Context: an optimization exercise on an open-source flow, tuned for small area, a short achievable clock period and few clock cycles per item. The choices shown serve that exercise and are no tape-out recipe.
The RTL was checked by simulation tests, not by an equivalence proof against the original design.

==> design.v <==
`timescale 1ns/10ps
package warp_types_pkg;
    localparam int DATA_WIDTH = 32;
    localparam int REG_ADDR_WIDTH = 5;
    localparam int PC_WIDTH = 8;
    localparam int CREDIT_WIDTH = 2;
    localparam int SHAMT_WIDTH = 5;
    localparam int NUM_REGS = 32;
    localparam int ZERO_REG = 0;
    localparam int EXEC_MASK_REG = 31;
    localparam int INSTR_CREDITS = 2;
    localparam int RESULT_CREDITS = 2;
    typedef logic [DATA_WIDTH-1:0] data_t;
    typedef logic [REG_ADDR_WIDTH-1:0] reg_addr_t;
    typedef logic [PC_WIDTH-1:0] pc_t;
    typedef logic [CREDIT_WIDTH-1:0] credit_t;
endpackage
`timescale 1ns/10ps
package isa_pkg;
    localparam int INSTR_WIDTH = 32;
    localparam int OPCODE_MSB = 31;
    localparam int OPCODE_LSB = 28;
    localparam int RD_MSB = 27;
    localparam int RD_LSB = 23;
    localparam int RS1_MSB = 22;
    localparam int RS1_LSB = 18;
    localparam int RS2_MSB = 17;
    localparam int RS2_LSB = 13;
    localparam int IMM_MSB = 12;
    localparam int IMM_LSB = 0;
    localparam int IMM_WIDTH = IMM_MSB - IMM_LSB + 1;
    typedef logic [INSTR_WIDTH-1:0] instr_t;
    typedef enum logic [3:0] {
        OP_NOP  = 4'd0,
        OP_ADD  = 4'd1,
        OP_SUB  = 4'd2,
        OP_AND  = 4'd3,
        OP_OR   = 4'd4,
        OP_XOR  = 4'd5,
        OP_SLL  = 4'd6,
        OP_SRL  = 4'd7,
        OP_ADDI = 4'd8,
        OP_LI   = 4'd9,
        OP_LINK = 4'd10
    } opcode_t;
    typedef enum logic [2:0] {
        ALU_ADD = 3'd0,
        ALU_SUB = 3'd1,
        ALU_AND = 3'd2,
        ALU_OR  = 3'd3,
        ALU_XOR = 3'd4,
        ALU_SLL = 3'd5,
        ALU_SRL = 3'd6
    } alu_op_t;
    typedef enum logic [1:0] {
        ALU_OUT   = 2'd0,
        IMMEDIATE = 2'd1,
        PC_PLUS_1 = 2'd2
    } reg_input_mux_t;
    typedef enum logic [1:0] {
        WARP_IDLE    = 2'd0,
        WARP_REQUEST = 2'd1,
        WARP_UPDATE  = 2'd2
    } warp_state_t;
endpackage
`timescale 1ns/10ps
module instr_decoder
(
    input  isa_pkg::instr_t         instr,
    output warp_types_pkg::reg_addr_t      rd_address,
    output warp_types_pkg::reg_addr_t      rs1_address,
    output warp_types_pkg::reg_addr_t      rs2_address,
    output warp_types_pkg::data_t          immediate,
    output isa_pkg::alu_op_t        alu_op,
    output logic           use_immediate,
    output logic           reg_write_enable,
    output isa_pkg::reg_input_mux_t reg_input_mux
);
    isa_pkg::opcode_t opcode;
    assign opcode = isa_pkg::opcode_t'(instr[isa_pkg::OPCODE_MSB:isa_pkg::OPCODE_LSB]);
    assign immediate = {{(warp_types_pkg::DATA_WIDTH-isa_pkg::IMM_WIDTH){instr[isa_pkg::IMM_MSB]}}, instr[isa_pkg::IMM_MSB:isa_pkg::IMM_LSB]};
    always_comb begin
        rd_address = instr[isa_pkg::RD_MSB:isa_pkg::RD_LSB];
        rs1_address = instr[isa_pkg::RS1_MSB:isa_pkg::RS1_LSB];
        rs2_address = instr[isa_pkg::RS2_MSB:isa_pkg::RS2_LSB];
        alu_op = isa_pkg::ALU_ADD;
        use_immediate = 1'b0;
        reg_write_enable = 1'b1;
        reg_input_mux = isa_pkg::ALU_OUT;
        case (opcode)
            isa_pkg::OP_ADD: alu_op = isa_pkg::ALU_ADD;
            isa_pkg::OP_SUB: alu_op = isa_pkg::ALU_SUB;
            isa_pkg::OP_AND: alu_op = isa_pkg::ALU_AND;
            isa_pkg::OP_OR:  alu_op = isa_pkg::ALU_OR;
            isa_pkg::OP_XOR: alu_op = isa_pkg::ALU_XOR;
            isa_pkg::OP_SLL: alu_op = isa_pkg::ALU_SLL;
            isa_pkg::OP_SRL: alu_op = isa_pkg::ALU_SRL;
            isa_pkg::OP_ADDI: begin
                use_immediate = 1'b1;
            end
            isa_pkg::OP_LI: reg_input_mux = isa_pkg::IMMEDIATE;
            isa_pkg::OP_LINK: reg_input_mux = isa_pkg::PC_PLUS_1;
            default: begin
                rd_address = warp_types_pkg::reg_addr_t'(warp_types_pkg::ZERO_REG);
                rs1_address = warp_types_pkg::reg_addr_t'(warp_types_pkg::ZERO_REG);
                rs2_address = warp_types_pkg::reg_addr_t'(warp_types_pkg::ZERO_REG);
                reg_write_enable = 1'b0;
            end
        endcase
    end
endmodule
`timescale 1ns/10ps
module scalar_alu
(
    input  isa_pkg::alu_op_t alu_op,
    input  warp_types_pkg::data_t   operand_a,
    input  warp_types_pkg::data_t   operand_b,
    input  warp_types_pkg::data_t   immediate,
    input  logic    use_immediate,
    output warp_types_pkg::data_t   alu_out
);
    warp_types_pkg::data_t                  operand_sel;
    logic [warp_types_pkg::SHAMT_WIDTH-1:0] shamt;
    assign operand_sel = use_immediate ? immediate : operand_b;
    assign shamt = operand_sel[warp_types_pkg::SHAMT_WIDTH-1:0];
    always_comb begin
        case (alu_op)
            isa_pkg::ALU_ADD: alu_out = operand_a + operand_sel;
            isa_pkg::ALU_SUB: alu_out = operand_a - operand_sel;
            isa_pkg::ALU_AND: alu_out = operand_a & operand_sel;
            isa_pkg::ALU_OR:  alu_out = operand_a | operand_sel;
            isa_pkg::ALU_XOR: alu_out = operand_a ^ operand_sel;
            isa_pkg::ALU_SLL: alu_out = operand_a << shamt;
            isa_pkg::ALU_SRL: alu_out = operand_a >> shamt;
            default: alu_out = '0;
        endcase
    end
endmodule
`timescale 1ns/10ps
module scalar_reg_file
(
    input  logic           clk,
    input  logic           reset,
    input  isa_pkg::warp_state_t    warp_state,
    input  logic           update_go,
    input  logic           reg_write_enable,
    input  isa_pkg::reg_input_mux_t reg_input_mux,
    input  warp_types_pkg::data_t          immediate,
    input  warp_types_pkg::reg_addr_t      rd_address,
    input  warp_types_pkg::reg_addr_t      rs1_address,
    input  warp_types_pkg::reg_addr_t      rs2_address,
    input  warp_types_pkg::data_t          alu_out,
    input  warp_types_pkg::pc_t            pc,
    output warp_types_pkg::data_t          warp_execution_mask,
    output warp_types_pkg::data_t          rs1,
    output warp_types_pkg::data_t          rs2,
    output warp_types_pkg::data_t          wb_data
);
    warp_types_pkg::data_t registers [warp_types_pkg::NUM_REGS];
    logic  write_now;
    assign warp_execution_mask = registers[warp_types_pkg::EXEC_MASK_REG];
    assign rs1 = (rs1_address == warp_types_pkg::reg_addr_t'(warp_types_pkg::ZERO_REG)) ? '0 : registers[rs1_address];
    assign rs2 = (rs2_address == warp_types_pkg::reg_addr_t'(warp_types_pkg::ZERO_REG)) ? '0 : registers[rs2_address];
    always_comb begin
        case (reg_input_mux)
            isa_pkg::ALU_OUT:   wb_data = alu_out;
            isa_pkg::IMMEDIATE: wb_data = immediate;
            isa_pkg::PC_PLUS_1: wb_data = warp_types_pkg::data_t'(pc) + warp_types_pkg::data_t'(1);
            default:   wb_data = '0;
        endcase
    end
    assign write_now = (warp_state == isa_pkg::WARP_UPDATE) && update_go && reg_write_enable
                       && (rd_address != warp_types_pkg::reg_addr_t'(warp_types_pkg::ZERO_REG));
    always_ff @(posedge clk) begin
        if (reset) begin
            for (int i = 0; i < warp_types_pkg::NUM_REGS; i++) begin
                registers[i] <= '0;
            end
            registers[warp_types_pkg::EXEC_MASK_REG] <= '1;
        end else if (write_now) begin
            registers[rd_address] <= wb_data;
        end
    end
endmodule
`timescale 1ns/10ps
module warp_sequencer
(
    input  logic        clk,
    input  logic        reset,
    input  logic        instr_valid,
    input  isa_pkg::instr_t      instr,
    input  logic        result_credit,
    input  warp_types_pkg::data_t       wb_data,
    input  warp_types_pkg::reg_addr_t   rd_address,
    output logic        instr_credit,
    output isa_pkg::instr_t      cur_instr,
    output isa_pkg::warp_state_t warp_state,
    output warp_types_pkg::pc_t         pc,
    output logic        update_go,
    output logic        result_valid,
    output warp_types_pkg::reg_addr_t   result_rd,
    output warp_types_pkg::data_t       result_data
);
    isa_pkg::instr_t                           buf_mem [warp_types_pkg::INSTR_CREDITS];
    logic [$clog2(warp_types_pkg::INSTR_CREDITS)-1:0] wr_ptr;
    logic [$clog2(warp_types_pkg::INSTR_CREDITS)-1:0] rd_ptr;
    warp_types_pkg::credit_t                          buf_count;
    warp_types_pkg::credit_t                          result_credits;
    isa_pkg::warp_state_t                      next_state;
    logic                             buf_pop;
    logic                             load_cur;
    assign buf_pop = (warp_state == isa_pkg::WARP_REQUEST);
    assign instr_credit = buf_pop;
    assign update_go = (warp_state == isa_pkg::WARP_UPDATE) && (result_credits != '0);
    assign result_valid = update_go;
    assign result_rd = rd_address;
    assign result_data = wb_data;
    always_comb begin
        next_state = warp_state;
        case (warp_state)
            isa_pkg::WARP_IDLE: begin
                if (buf_count != '0) next_state = isa_pkg::WARP_REQUEST;
            end
            isa_pkg::WARP_REQUEST: next_state = isa_pkg::WARP_UPDATE;
            isa_pkg::WARP_UPDATE: begin
                if (update_go) begin
                    next_state = (buf_count != '0) ? isa_pkg::WARP_REQUEST : isa_pkg::WARP_IDLE;
                end
            end
            default: next_state = isa_pkg::WARP_IDLE;
        endcase
    end
    assign load_cur = (next_state == isa_pkg::WARP_REQUEST) && (warp_state != isa_pkg::WARP_REQUEST);
    always_ff @(posedge clk) begin
        if (instr_valid) buf_mem[wr_ptr] <= instr;
        if (load_cur) cur_instr <= buf_mem[rd_ptr];
    end
    always_ff @(posedge clk) begin
        if (reset) begin
            warp_state <= isa_pkg::WARP_IDLE;
            wr_ptr <= '0;
            rd_ptr <= '0;
            buf_count <= '0;
            result_credits <= warp_types_pkg::credit_t'(warp_types_pkg::RESULT_CREDITS);
            pc <= '0;
        end else begin
            warp_state <= next_state;
            wr_ptr <= wr_ptr + instr_valid;
            rd_ptr <= rd_ptr + buf_pop;
            buf_count <= buf_count + warp_types_pkg::credit_t'(instr_valid) - warp_types_pkg::credit_t'(buf_pop);
            result_credits <= result_credits + warp_types_pkg::credit_t'(result_credit) - warp_types_pkg::credit_t'(update_go);
            if (update_go) pc <= pc + warp_types_pkg::pc_t'(1);
        end
    end
endmodule
`timescale 1ns/10ps
module scalar_warp_core
(
    input  logic      clk,
    input  logic      reset,
    input  logic      instr_valid,
    input  isa_pkg::instr_t    instr,
    input  logic      result_credit,
    output logic      instr_credit,
    output logic      result_valid,
    output warp_types_pkg::reg_addr_t result_rd,
    output warp_types_pkg::data_t     result_data,
    output warp_types_pkg::data_t     warp_execution_mask
);
    isa_pkg::instr_t         cur_instr;
    warp_types_pkg::reg_addr_t      rd_address;
    warp_types_pkg::reg_addr_t      rs1_address;
    warp_types_pkg::reg_addr_t      rs2_address;
    warp_types_pkg::data_t          immediate;
    isa_pkg::alu_op_t        alu_op;
    logic           use_immediate;
    logic           reg_write_enable;
    isa_pkg::reg_input_mux_t reg_input_mux;
    warp_types_pkg::data_t          rs1;
    warp_types_pkg::data_t          rs2;
    warp_types_pkg::data_t          alu_out;
    warp_types_pkg::data_t          wb_data;
    isa_pkg::warp_state_t    warp_state;
    warp_types_pkg::pc_t            pc;
    logic           update_go;
    instr_decoder i_decoder (
        .instr            (cur_instr),
        .rd_address       (rd_address),
        .rs1_address      (rs1_address),
        .rs2_address      (rs2_address),
        .immediate        (immediate),
        .alu_op           (alu_op),
        .use_immediate    (use_immediate),
        .reg_write_enable (reg_write_enable),
        .reg_input_mux    (reg_input_mux)
    );
    scalar_alu i_alu (
        .alu_op        (alu_op),
        .operand_a     (rs1),
        .operand_b     (rs2),
        .immediate     (immediate),
        .use_immediate (use_immediate),
        .alu_out       (alu_out)
    );
    scalar_reg_file i_reg_file (
        .clk                 (clk),
        .reset               (reset),
        .warp_state          (warp_state),
        .update_go           (update_go),
        .reg_write_enable    (reg_write_enable),
        .reg_input_mux       (reg_input_mux),
        .immediate           (immediate),
        .rd_address          (rd_address),
        .rs1_address         (rs1_address),
        .rs2_address         (rs2_address),
        .alu_out             (alu_out),
        .pc                  (pc),
        .warp_execution_mask (warp_execution_mask),
        .rs1                 (rs1),
        .rs2                 (rs2),
        .wb_data             (wb_data)
    );
    warp_sequencer i_sequencer (
        .clk           (clk),
        .reset         (reset),
        .instr_valid   (instr_valid),
        .instr         (instr),
        .result_credit (result_credit),
        .wb_data       (wb_data),
        .rd_address    (rd_address),
        .instr_credit  (instr_credit),
        .cur_instr     (cur_instr),
        .warp_state    (warp_state),
        .pc            (pc),
        .update_go     (update_go),
        .result_valid  (result_valid),
        .result_rd     (result_rd),
        .result_data   (result_data)
    );
endmodule
==> run.sh <==
#!/bin/bash
# synth_recipe.tcl (not shown) runs the flow's synth.tcl, then flattens the netlist and writes it again
# the make line also repeats each setting of config.mk as NAME=value (left out here)
make -C /OpenROAD-flow-scripts/flow DESIGN_CONFIG=/design/flow/config.mk WORK_HOME=/design/flow/orfs CLKGATE_MAP_FILE= SYNTH_SCRIPT=/design/flow/synth_recipe.tcl finish
==> config.mk <==
export PLATFORM = sky130hd
export DESIGN_NAME = scalar_warp_core
export DESIGN_NICKNAME = scalar_warp_core
export VERILOG_FILES = /design/flow/design.v
export SDC_FILE = /design/flow/constraint.sdc
export NUM_CORES = 4
export LEC_CHECK = 0
export CAP_MARGIN = 20
export CORE_MARGIN = 2
export CORE_UTILIZATION = 25
export GPL_ROUTABILITY_DRIVEN = 1
export PLACE_DENSITY = 0.35
export SLEW_MARGIN = 20
==> constraint.sdc <==
create_clock -name core_clock -period 14.0 [get_ports {clk}]
set_input_delay 2.8000 -clock core_clock [delete_from_list [all_inputs] [get_ports {clk}]]
set_output_delay 2.8000 -clock core_clock [all_outputs]
set_load 0.01 [all_outputs]
==> flow_summary.json <==
{
  "status": "no timing/DRC/antenna violations",
  "ys_types": 106,
  "die_area_sq_um": 275000,
  "ant_nets": 0,
  "syn_inst": 6712,
  "place_hpwl_mm": 287.5,
  "clockBufferDepth": 4,
  "grt_max_degree": 76,
  "r2r_slack_ns": 3.67,
  "drc": 0,
  "cts_hold_buf": 0,
  "finalSetupViolations": 0,
  "min_path_cells": 2,
  "required_ns": 11.20,
  "cts_post_setup_buffers_inserted": 0,
  "endpoint_kind": "primary output",
  "post-route-period-util": 0.9764,
  "cts_buffers": 153,
  "clock_latency_ns": 0.88,
  "finalWirelength_mm": 412.7,
  "htreeDepth": 4,
  "critPathLaunchType": "flip-flop",
  "yosys_register_bits": 1127,
  "start_util": 0.2507,
  "synth_top_flop_cell": "edfxtp_1",
  "final_cell_mix": "1111 x edfxtp_1, 1091 x nor2_1, 613 x nand2_1",
  "core_region_area_sq_um": 270000,
  "cap_violations": 0,
  "gp_congestion": 0.9419,
  "dp_slack_ns": 1.162,
  "rsz0062_at_grt": "false",
  "ys_seq_area_frac": 0.4975,
  "worstMarginPinSlew_ns": 1.208,
  "critPathKind": "reg2out",
  "die_w_um": 524.4,
  "path_max_fanout": 24,
  "dr.first_iter.drc_count": 7859,
  "path_clk_slew_ns": 0.06,
  "fin_tns_setup_ns": 0,
  "wl_per_cell_um": 39.58,
  "final_common_cell": "edfxtp_1",
  "cts-root-buf": "clkbuf_16",
  "firstDrtPassIters": 6,
  "pin_count": 107,
  "finalMaxSlewViolations": 0,
  "num_vias": 60600,
  "fmax_ghz": 0.07316,
  "antenna_found_initial": 19,
  "clock-skew-final_ns": 0.05987,
  "layout-drive-gt1-share": 0.1216,
  "yosys_warnings": 4,
  "tritoncts": "yes",
  "r2r_start": "i_sequencer.cur_instr[30]$_DFFE_PP_",
  "holdPathEnd": "i_sequencer.pc[1]$_SDFFE_PP0P_",
  "nets": 6889,
  "synth.cell_area_sq_um": 67710,
  "syn_avg_cell_area_sq_um": 10.09,
  "io_buffers": 106,
  "grt_pass1_vias": 58540,
  "grt-ovfl-total": 0,
  "arrival_ns": 10.87,
  "viasPerCell": 5.811,
  "synth_edf_count": 1111,
  "row_count": 191,
  "min_path_type": "reg2reg",
  "hold_violations": 0,
  "track_usage": 0.2902,
  "slew_headroom": 0.1943,
  "fp.dieH_um": 524.4,
  "grt_pass1_wl_mm": 549.5,
  "async_flop_share": 0,
  "min_from": "i_sequencer.pc[1]$_SDFFE_PP0P_",
  "reg2reg_depth": 25,
  "r2r_end": "i_reg_file.registers[14][16]$_SDFFCE_PN0P_",
  "fin_crit_ns": 13.67,
  "synthToLayoutAreaGrowth_pct": 16.28,
  "fin_ws_ns": 0.3310,
  "cts.sinks": 1127
}
==> per-stage QoR <==
stage,cell area [sq um],hold WS [ns],utilization,std cells
after floorplan,67790,0.4536,-,6734
after global placement,73920,0.4669,0.2737,10160
after detailed placement,73950,0.4701,0.2739,10160
after CTS,78680,0.4777,0.2914,10420
after global routing,78710,0.5061,0.2915,10420
final,78730,0.4772,0.2915,10430
==> layer usage <==
layer  track usage  vias up  wire length [um]  part of all wire
met5             0        -                13          0.000032
met4        0.1679        2             27520             0.067
met3       0.04268      719             28320             0.069
met2        0.4479     3290            182200              0.44
met1        0.3859    31360            174600              0.42
li1              -    25220                 -                 -
==> synthesized netlist by cell type, types with 104 or more instances <==
cell      number  area share
nand3_1      147       0.011
clkbuf_1     258       0.014
a21oi_1      427       0.032
edfxtp_1    1111        0.49
mux2i_1      486       0.072
a22oi_1      155       0.017
a211oi_1     150       0.017
o211ai_1     107       0.012
buf_2        236       0.017
nor2b_1      150       0.014
o21ai_0      248       0.018
a221oi_1     129       0.017
inv_1        121      0.0067
nor2_1      1101       0.061
ha_1         104       0.019
nand2_1      616       0.034
==> cell type report <==
| class | instances | area, sq um |
|---|---|---|
| fillers | 28090 | 191300 |
| diodes | 8 | 20.02 |
| well taps | 3570 | 4467 |
| inverters | 128 | 488.0 |
| flip-flops and latches | 1127 | 33680 |
| clock buffers | 190 | 4051 |
| multi-input cells | 4851 | 31230 |
| clock inverters | 67 | 680.7 |
| repair buffers | 487 | 4110 |
==> registers in the layout, indices dropped and copies added, names as in the netlist <==
name,flops
i_reg_file.registers,1015
i_sequencer.buf_mem,64
i_sequencer.cur_instr,32
i_sequencer.pc,8
i_sequencer.buf_count,2
i_sequencer.result_credits,2
i_sequencer.warp_state,2
i_sequencer.rd_ptr,1
i_sequencer.wr_ptr,1
==> kinds of logic (layout without fill, tap and decap cells) <==
group,after synthesis,in the layout,synth area share
adder cells (fa/ha/maj),105,105,0.01951
AO/OA/AOI/OAI,1801,1801,0.1876
flip-flops,1127,1127,0.4975
AND/OR/NAND/NOR,2281,2281,0.1454
other,1,31,0.00005539
buffers and inverters,756,872,0.05365
XOR/XNOR,64,64,0.008279
multiplexers,577,577,0.08798
==> worst max-delay path: stages (launching register included) <==
cell	delay (ns)
edfxtp_1	0.67
or4_1	1.02
buf_4	0.36
o211ai_1	0.47
buf_4	0.56
nor2_4	0.12
buf_4	0.31
a211oi_1	0.36
nand2_1	0.09
o221ai_1	0.92
inv_1	0.22
fa_1	0.47
nor2b_1	0.13
o21ai_0	0.10
a21boi_0	0.25
o21ai_0	0.15
a21boi_0	0.33
o2111ai_1	0.60
a211oi_1	0.64
nand2b_1	0.19
xnor2_1	0.16
o221ai_1	0.31
o21a_1	0.30
nor3_2	0.34
buf_4	0.29
inv_1	0.06
clkdlybuf4s50_1	0.49
==> worst max-delay path by stage <==
stage / from / to
3_3_place_gp: i_sequencer.cur_instr[30]$_DFFE_PP_ / result_data[22]
2_1_floorplan: i_sequencer.cur_instr[31]$_DFFE_PP_ / result_data[30]
6_report: i_sequencer.cur_instr[30]$_DFFE_PP_ / result_data[22]
4_1_cts: i_sequencer.cur_instr[30]$_DFFE_PP_ / result_data[22]
3_5_place_dp: i_sequencer.cur_instr[30]$_DFFE_PP_ / result_data[22]
5_1_grt: i_sequencer.cur_instr[30]$_DFFE_PP_ / result_data[22]
==> timing repair <==
item | CTS | global route
gates resized for setup | 0 | 1
hold endpoints to repair | 0 | 0
setup endpoints to repair | 0 | 1
Testbench counts, summed over its fixed seeds: cycles 6,416, items 3,200.

==> what the ideal ports hide <==
In the flow no input, the clock included, has a driving cell. The finished layout below was timed again as built, in two steps.
Step 1: set_driving_cell puts a clkbuf_16 on clk and a buf_2 on each other input, an assumption about the parent block.
Step 2 also shifts input and output timing later by t, the mid clock arrival at the registers, as if the neighbouring blocks saw the same clock.
a / b / c = ideal ports / drivers / drivers and shift; a / b = the first two.
t (ns): 0.936
setup slack, ns: 0.331 / 0.242 / 1.178
worst data-port slew with drivers (ns): 0.05
pins driven straight from the clock port: 1
After both steps setup and hold are still met in this run. For this run, drivers alone change the setup slack by -0.089 ns; drivers and shift together by +0.847 ns.
